This is an optimization exercise on Yosys and OpenROAD, whose aim is small area, a short achievable clock period and few clock cycles per item, not a production implementation.
Only simulation tests tie the RTL to the original design; equivalence was not proved.
Power figures rest on the tool's default switching activity, not on a simulated workload.

rev 12:
## indexed_ordered_list
module indexed_ordered_list (
    input  logic        i_clk,
    input  logic        i_rst_n,
    input  logic        s_axis_tvalid,
    output logic        s_axis_tready,
    input  logic [47:0] s_axis_tdata,    
    output logic        m_axis_tvalid,
    input  logic        m_axis_tready,
    output logic [47:0] m_axis_tdata     
);
export LEC_CHECK = 0
export CAP_MARGIN = 20
export CORE_MARGIN = 2
export CORE_UTILIZATION = 52
export CTS_CLUSTER_DIAMETER = 100
export CTS_CLUSTER_SIZE = 25
export SETUP_SLACK_MARGIN = 3.3
export SLEW_MARGIN = 20
create_clock -name core_clock -period 6.0 [get_ports {i_clk}]
run.sh (not shown) runs the stock make flow with config.mk's settings and CLKGATE_MAP_FILE= SYNTH_SCRIPT=/design/flow/synth_recipe.tcl, a recipe that flattens the netlist after the stock synthesis.
Testbench counts of rev 12, summed over its fixed seeds: cycles 20,024, items 20,000.
diff inputs: rev 12 => rev 13
- swapping 3.3 for 3.4 in SETUP_SLACK_MARGIN
- swapping 52 for 54 in CORE_UTILIZATION
Notes after the runs:
Net switching share of the total power: rev 12 vs rev 13, no meaningful difference
Delta (rev 13 minus rev 12): maximum number of pins on one net before global-route repair went down about 2.6%, leakage dissipation shows an increase of 2.2%, power of the combinational group climbed 8.3%.
Summary — post-route core utilization, rev 13 relative to rev 12: higher, by 3.1 points.
Changes observed in rev 13 relative to rev 12: synthesis-to-layout area growth picked up an extra 1.7 points; initial core utilization picked up an extra 1.9 points; non-clock buffer count picked up an extra 105; via count normalized by instance count picked up an extra 0.11.


The RTL this note starts from:
==> flow/design.v <==
package iol_pkg;
    localparam int unsigned Cap  = 64;
    localparam int unsigned ValW = 32;
    localparam logic [2:0] MODE_GET  = 3'd0;
    localparam logic [2:0] MODE_HEAD = 3'd1;
    localparam logic [2:0] MODE_TAIL = 3'd2;
    localparam logic [2:0] MODE_AT   = 3'd3;
    localparam logic [2:0] MODE_DEL  = 3'd4;
    localparam logic [1:0] ST_DONE  = 2'd0;
    localparam logic [1:0] ST_RANGE = 2'd1;
    localparam logic [1:0] ST_FULL  = 2'd2;
endpackage
import iol_pkg::*;
module iol_mem (
    input  logic            i_clk,
    input  logic [Cap-1:0]  i_wr_sel,
    input  logic [ValW-1:0] i_wr_data,
    input  logic [Cap-1:0]  i_rd_sel,
    output logic [ValW-1:0] o_rd_data
);
    logic [ValW-1:0] r_d [Cap];
    for (genvar i = 0; i < Cap; i++) begin : g_slot
        always_ff @(posedge i_clk) begin
            if (i_wr_sel[i]) r_d[i] <= i_wr_data;
        end
    end
    always_comb begin
        o_rd_data = '0;
        for (int i = 0; i < Cap; i++) o_rd_data |= {ValW{i_rd_sel[i]}} & r_d[i];
    end
endmodule
import iol_pkg::*;
module iol_ctrl (
    input  logic             i_clk,
    input  logic             i_rst_n,
    input  logic             i_valid,
    output logic             o_ready,
    input  logic [47:0]      i_data,
    output logic [Cap-1:0]   o_wr_sel,
    output logic [ValW-1:0]  o_wr_data,
    output logic [Cap-1:0]   o_rd_sel,
    input  logic [ValW-1:0]  i_rd_data,
    output logic             o_valid,
    input  logic             i_ready,
    output logic [47:0]      o_data
);
    logic            r1_v, r_fire;
    logic            r_hold1, r_hold2;    
    logic            r_ins_go, r_del_go;
    logic            r1_get, r1_ins, r1_at, r1_del;
    logic            r1_lt, r1_gt;    
    logic [ValW-1:0] r1_val;
    logic [Cap-1:0]  r1_oh;     
    logic [Cap-1:0]  r1_ge;     
    logic [6:0] r_len;
    logic [5:0] r_map [Cap];
    logic       full;
    assign full = r_len[6];
    logic            r2_v, r2_found;
    logic [Cap-1:0]  r2_wsel;             
    logic [Cap-1:0]  r2_rsel;             
    logic [ValW-1:0] r2_val;              
    logic [6:0]      r2_len;
    logic [1:0]      r2_st;
    logic [1:0]      r_qc;                
    logic [41:0]     r_q [2];             
    logic fire, take, pop, push;
    assign fire = r_fire;                 
    assign take = i_valid && o_ready;
    assign pop  = o_valid && i_ready;
    assign push = r2_v && (r_qc != 2'd2 || pop);
    logic ins_en, del_en;
    assign ins_en = r_ins_go;             
    assign del_en = r_del_go;             
    logic [5:0] look;           
    always_comb begin
        look = '0;
        for (int i = 0; i < Cap; i++) look |= {6{r1_oh[i]}} & r_map[i];
    end
    logic       ins_ok, del_ok, found;
    logic [1:0] st;
    logic [6:0] len_n, len_eff;
    assign ins_ok = r1_ins && !full && !(r1_at && r1_gt);
    assign del_ok = r1_del && r1_lt;
    assign found  = r1_get && r1_lt;
    always_comb begin
        st = ST_DONE;
        if ((r1_get || r1_del) && !r1_lt) st = ST_RANGE;
        else if (r1_at && r1_gt) st = ST_RANGE;
        else if (r1_ins && full) st = ST_FULL;
    end
    assign len_n   = ins_ok ? r_len + 7'd1 : del_ok ? r_len - 7'd1 : r_len;
    assign len_eff = fire ? len_n : r_len;    
    logic [7:0]     rhi, rlo, whi, wlo;
    logic [Cap-1:0] rsel_n, wsel_n;
    for (genvar k = 0; k < 8; k++) begin : g_dec
        assign rhi[k] = look[5:3] == 3'(k);
        assign rlo[k] = look[2:0] == 3'(k);
        assign whi[k] = r_map[Cap-1][5:3] == 3'(k);
        assign wlo[k] = r_map[Cap-1][2:0] == 3'(k);
    end
    for (genvar i = 0; i < Cap; i++) begin : g_sel
        assign rsel_n[i] = found && rhi[i / 8] && rlo[i % 8];
        assign wsel_n[i] = ins_en && whi[i / 8] && wlo[i % 8];
    end
    logic [2:0] in_mode;
    logic [9:0] in_pos, in_pe;
    logic       in_get, in_head, in_tail, in_at, in_del;
    assign in_mode = i_data[2:0];
    assign in_pos  = i_data[12:3];
    assign in_get  = in_mode == MODE_GET;
    assign in_head = in_mode == MODE_HEAD;
    assign in_tail = in_mode == MODE_TAIL;
    assign in_at   = in_mode == MODE_AT;
    assign in_del  = in_mode == MODE_DEL;
    assign in_pe   = in_head ? 10'd0 : in_tail ? {3'b0, len_eff} : in_pos;
    logic [Cap-1:0] oh_n, ge_n;
    for (genvar i = 0; i < Cap; i++) begin : g_in
        assign oh_n[i] = in_pe == 10'(i);
        assign ge_n[i] = !in_get && in_pe <= 10'(i);
    end
    logic [41:0] res;
    logic        q0_res, q0_next, q0_keep;
    assign o_wr_sel  = r2_wsel;
    assign o_wr_data = r2_val;
    assign o_rd_sel  = r2_rsel;
    assign res = {r2_len, r2_st, r2_found, ~i_rd_data};
    assign q0_res  = push && r_qc - {1'b0, pop} == 2'd0;
    assign q0_next = !q0_res && pop;
    assign q0_keep = !q0_res && !pop;
    always_ff @(posedge i_clk) begin
        if (o_ready) begin
            r1_get <= in_get;
            r1_ins <= in_head || in_tail || in_at;
            r1_at  <= in_at;
            r1_del <= in_del;
            r1_lt  <= in_pos < {3'b0, len_eff};
            r1_gt  <= in_pos > {3'b0, len_eff};
            r1_val <= ~i_data[44:13];
        end
        r1_oh  <= ({Cap{o_ready}} & oh_n) | ({Cap{r_hold1}} & r1_oh);
        r1_ge  <= ({Cap{o_ready}} & ge_n) | ({Cap{r_hold1}} & r1_ge);
        r2_rsel <= ({Cap{fire}} & rsel_n) | ({Cap{r_hold2}} & r2_rsel);
        r2_wsel <= wsel_n;
        r2_val  <= r1_val;
        if (fire) begin
            r_len    <= len_n;
            r2_found <= found;
            r2_len   <= len_n;
            r2_st    <= st;
        end
        for (int i = 0; i < Cap; i++) begin
            if (ins_en && i > 0 && r1_ge[i-1 < 0 ? 0 : i-1])
                r_map[i] <= r_map[i-1 < 0 ? 0 : i-1];
            else if (ins_en && r1_oh[i]) r_map[i] <= r_map[Cap-1];
            else if (del_en && r1_ge[i])
                r_map[i] <= (i == Cap - 1) ? look : r_map[i+1 > Cap-1 ? Cap-1 : i+1];
        end
        r_q[0] <= ({42{q0_res}} & res) | ({42{q0_next}} & r_q[1]) | ({42{q0_keep}} & r_q[0]);
        if (push && r_qc - {1'b0, pop} == 2'd1) r_q[1] <= res;
        if (!i_rst_n) begin
            r1_v    <= 1'b0;
            r_fire  <= 1'b0;
            r_hold2 <= 1'b1;
            r_hold1 <= 1'b0;
            r_ins_go <= 1'b0;
            r_del_go <= 1'b0;
            r2_v    <= 1'b0;
            r_qc    <= '0;
            o_valid <= 1'b0;
            r_len   <= '0;
            o_ready <= 1'b1;
            for (int i = 0; i < Cap; i++) r_map[i] <= 6'(i);
        end else begin
            logic       n1v, n2v, nfire;
            logic [1:0] nqc;
            n1v   = take || (r1_v && !fire);
            n2v   = fire || (r2_v && !push);
            nqc   = r_qc - {1'b0, pop} + {1'b0, push};
            nfire = n1v && ({1'b0, n2v} + nqc <= 2'd2);
            r1_v    <= n1v;
            r_fire  <= nfire;
            r_hold2 <= !nfire;
            r_hold1 <= !(!n1v || nfire);
            r_ins_go <= nfire && !len_eff[6] &&
                        (o_ready ? (in_head || in_tail || in_at) : r1_ins);
            r_del_go <= nfire && (o_ready ? in_del : r1_del);
            r2_v    <= n2v;
            r_qc    <= nqc;
            o_valid <= nqc != 2'd0;
            o_ready <= !n1v || nfire;
        end
    end
    assign o_data = {2'b00, 4'b0, r_q[0]};
endmodule
import iol_pkg::*;
module indexed_ordered_list (
    input  logic        i_clk,
    input  logic        i_rst_n,
    input  logic        s_axis_tvalid,
    output logic        s_axis_tready,
    input  logic [47:0] s_axis_tdata,    
    output logic        m_axis_tvalid,
    input  logic        m_axis_tready,
    output logic [47:0] m_axis_tdata     
);
    logic [Cap-1:0]  wr_sel, rd_sel;
    logic [ValW-1:0] wr_data, rd_data;
    iol_mem u_mem (
        .i_clk(i_clk), .i_wr_sel(wr_sel), .i_wr_data(wr_data),
        .i_rd_sel(rd_sel), .o_rd_data(rd_data)
    );
    iol_ctrl u_ctrl (
        .i_clk(i_clk), .i_rst_n(i_rst_n),
        .i_valid(s_axis_tvalid), .o_ready(s_axis_tready), .i_data(s_axis_tdata),
        .o_wr_sel(wr_sel), .o_wr_data(wr_data), .o_rd_sel(rd_sel), .i_rd_data(rd_data),
        .o_valid(m_axis_tvalid), .i_ready(m_axis_tready), .o_data(m_axis_tdata)
    );
endmodule
clock: 6.0 ns
lec_check: 0
cap_margin: 20
core_margin: 2
core_utilization: 52
cts_cluster_diameter: 100
cts_cluster_size: 25
setup_slack_margin: 3.2
slew_margin: 20
Testbench counts at the start, summed over its fixed seeds: cycles 20,024, items 20,000.
==> next run, changes <==
Settings changed: CORE_UTILIZATION 52 to 56, SETUP_SLACK_MARGIN 3.2 to 3.3.
What happened:
- The changed run ran to the end with no violations
- wire length barely changes
- utilization climbs by 4.8 points
- worst hold slack improves by 0.0056 ns
- sequential cell count is unchanged
- critical path depth does not change
- global-route usage climbs by 3.3 points
- die area drops by 7.1%
- cell area climbs by 0.70%
- clock skew drops by 0.036 ns
- total power drops by 0.39%
==> next run, changes <==
Settings changed: CORE_UTILIZATION 56 to 45, SETUP_SLACK_MARGIN 3.3 to 3.35.
- worst setup slack got worse by 0.026 ns
- utilization is lower by 12 points
- combinational power rises by about 6%
- sequential power stays flat
- worst hold slack stays flat
- clock-buffer cell count falls by 11
==> next run, changes <==
Settings changed: CORE_UTILIZATION 45 to 52, PLACE_DENSITY from default to 0.65, SETUP_SLACK_MARGIN 3.35 to 3.2.
=> Hold slack stays flat; final cell count fell by about 4.3%; design area fell by about 2%; sequential power is about the same; wire length fell by 1.0%; power fell by 1.5%; global-route usage rose by 6.1 points; count of clock-buffer cells in the layout stays the same; area after synthesis is unchanged.
==> next run, changes <==
Settings changed: CORE_UTILIZATION 52 to 50, PLACE_DENSITY 0.65 to default, SETUP_SLACK_MARGIN 3.2 to 3.3.
Register-to-register slack gets better by 0.02 ns. Total power rose slightly. Via count is about the same. Clock skew came out higher by 0.015 ns. Die area came out higher by a few percent. Routed wire length climbs by a few percent. Combinational power increases by a few percent. Non-clock buffer count rises by 80. Final area went up slightly. Count of clock-buffer cells in the layout grows by 10.
==> next run, changes <==
Settings changed: CORE_UTILIZATION 50 to 45, SETUP_SLACK_MARGIN 3.3 to 3.1.
Effect: Die area grows by 11%; clock-buffer cell count shrinks by 4; wire length falls by 5.0%; combinational power fell by 16%; power came out lower by 1.4%; via count came out lower by 1.1%; register-to-register slack got worse by 0.07 ns.

## port drivers added, routing unchanged
No port has a modelled driver above. Below, the same layouts with a new extraction and two added sets of constraints. Step 1 assumes that a clkbuf_16 drives the clock port and a buf_2 every other input. Step 2 moves the port delays by t, midway between the first and last clock arrival at a register: inputs arrive t later, outputs are due t later. That takes back most of the time a late clock gives input paths. a / b / c = ideal / step 1 / step 2; a / b = the first two.
run | t (ns) | setup slack, ns | clock arrival spread, ns
rev 12 | 0.928 | 3.178 / 3.165 / 2.439 | 0.071 / 0.071
rev 13 | 0.969 | 3.192 / 3.101 / 2.400 | 0.041 / 0.042
the first run of note 2 | 0.943 | 3.138 / 3.135 / 2.379 | 0.071 / 0.071
the second run of note 2 | 0.941 | 3.112 / 3.112 / 2.401 | 0.038 / 0.039
the third run of note 2 | 0.964 | 3.086 / 3.086 / 2.449 | 0.083 / 0.084
the fourth run of note 2 | 0.946 | 3.091 / 3.091 / 2.368 | 0.046 / 0.047
the fifth run of note 2 | 0.925 | 3.114 / 3.114 / 2.387 | 0.071 / 0.071
the sixth run of note 2 | 0.948 | 3.042 / 3.032 / 2.257 | 0.115 / 0.115
After both steps every run listed still meets setup and hold. For rev 13, which loses most, drivers alone change the setup slack by -0.091 ns; drivers and shift together by -0.792 ns.
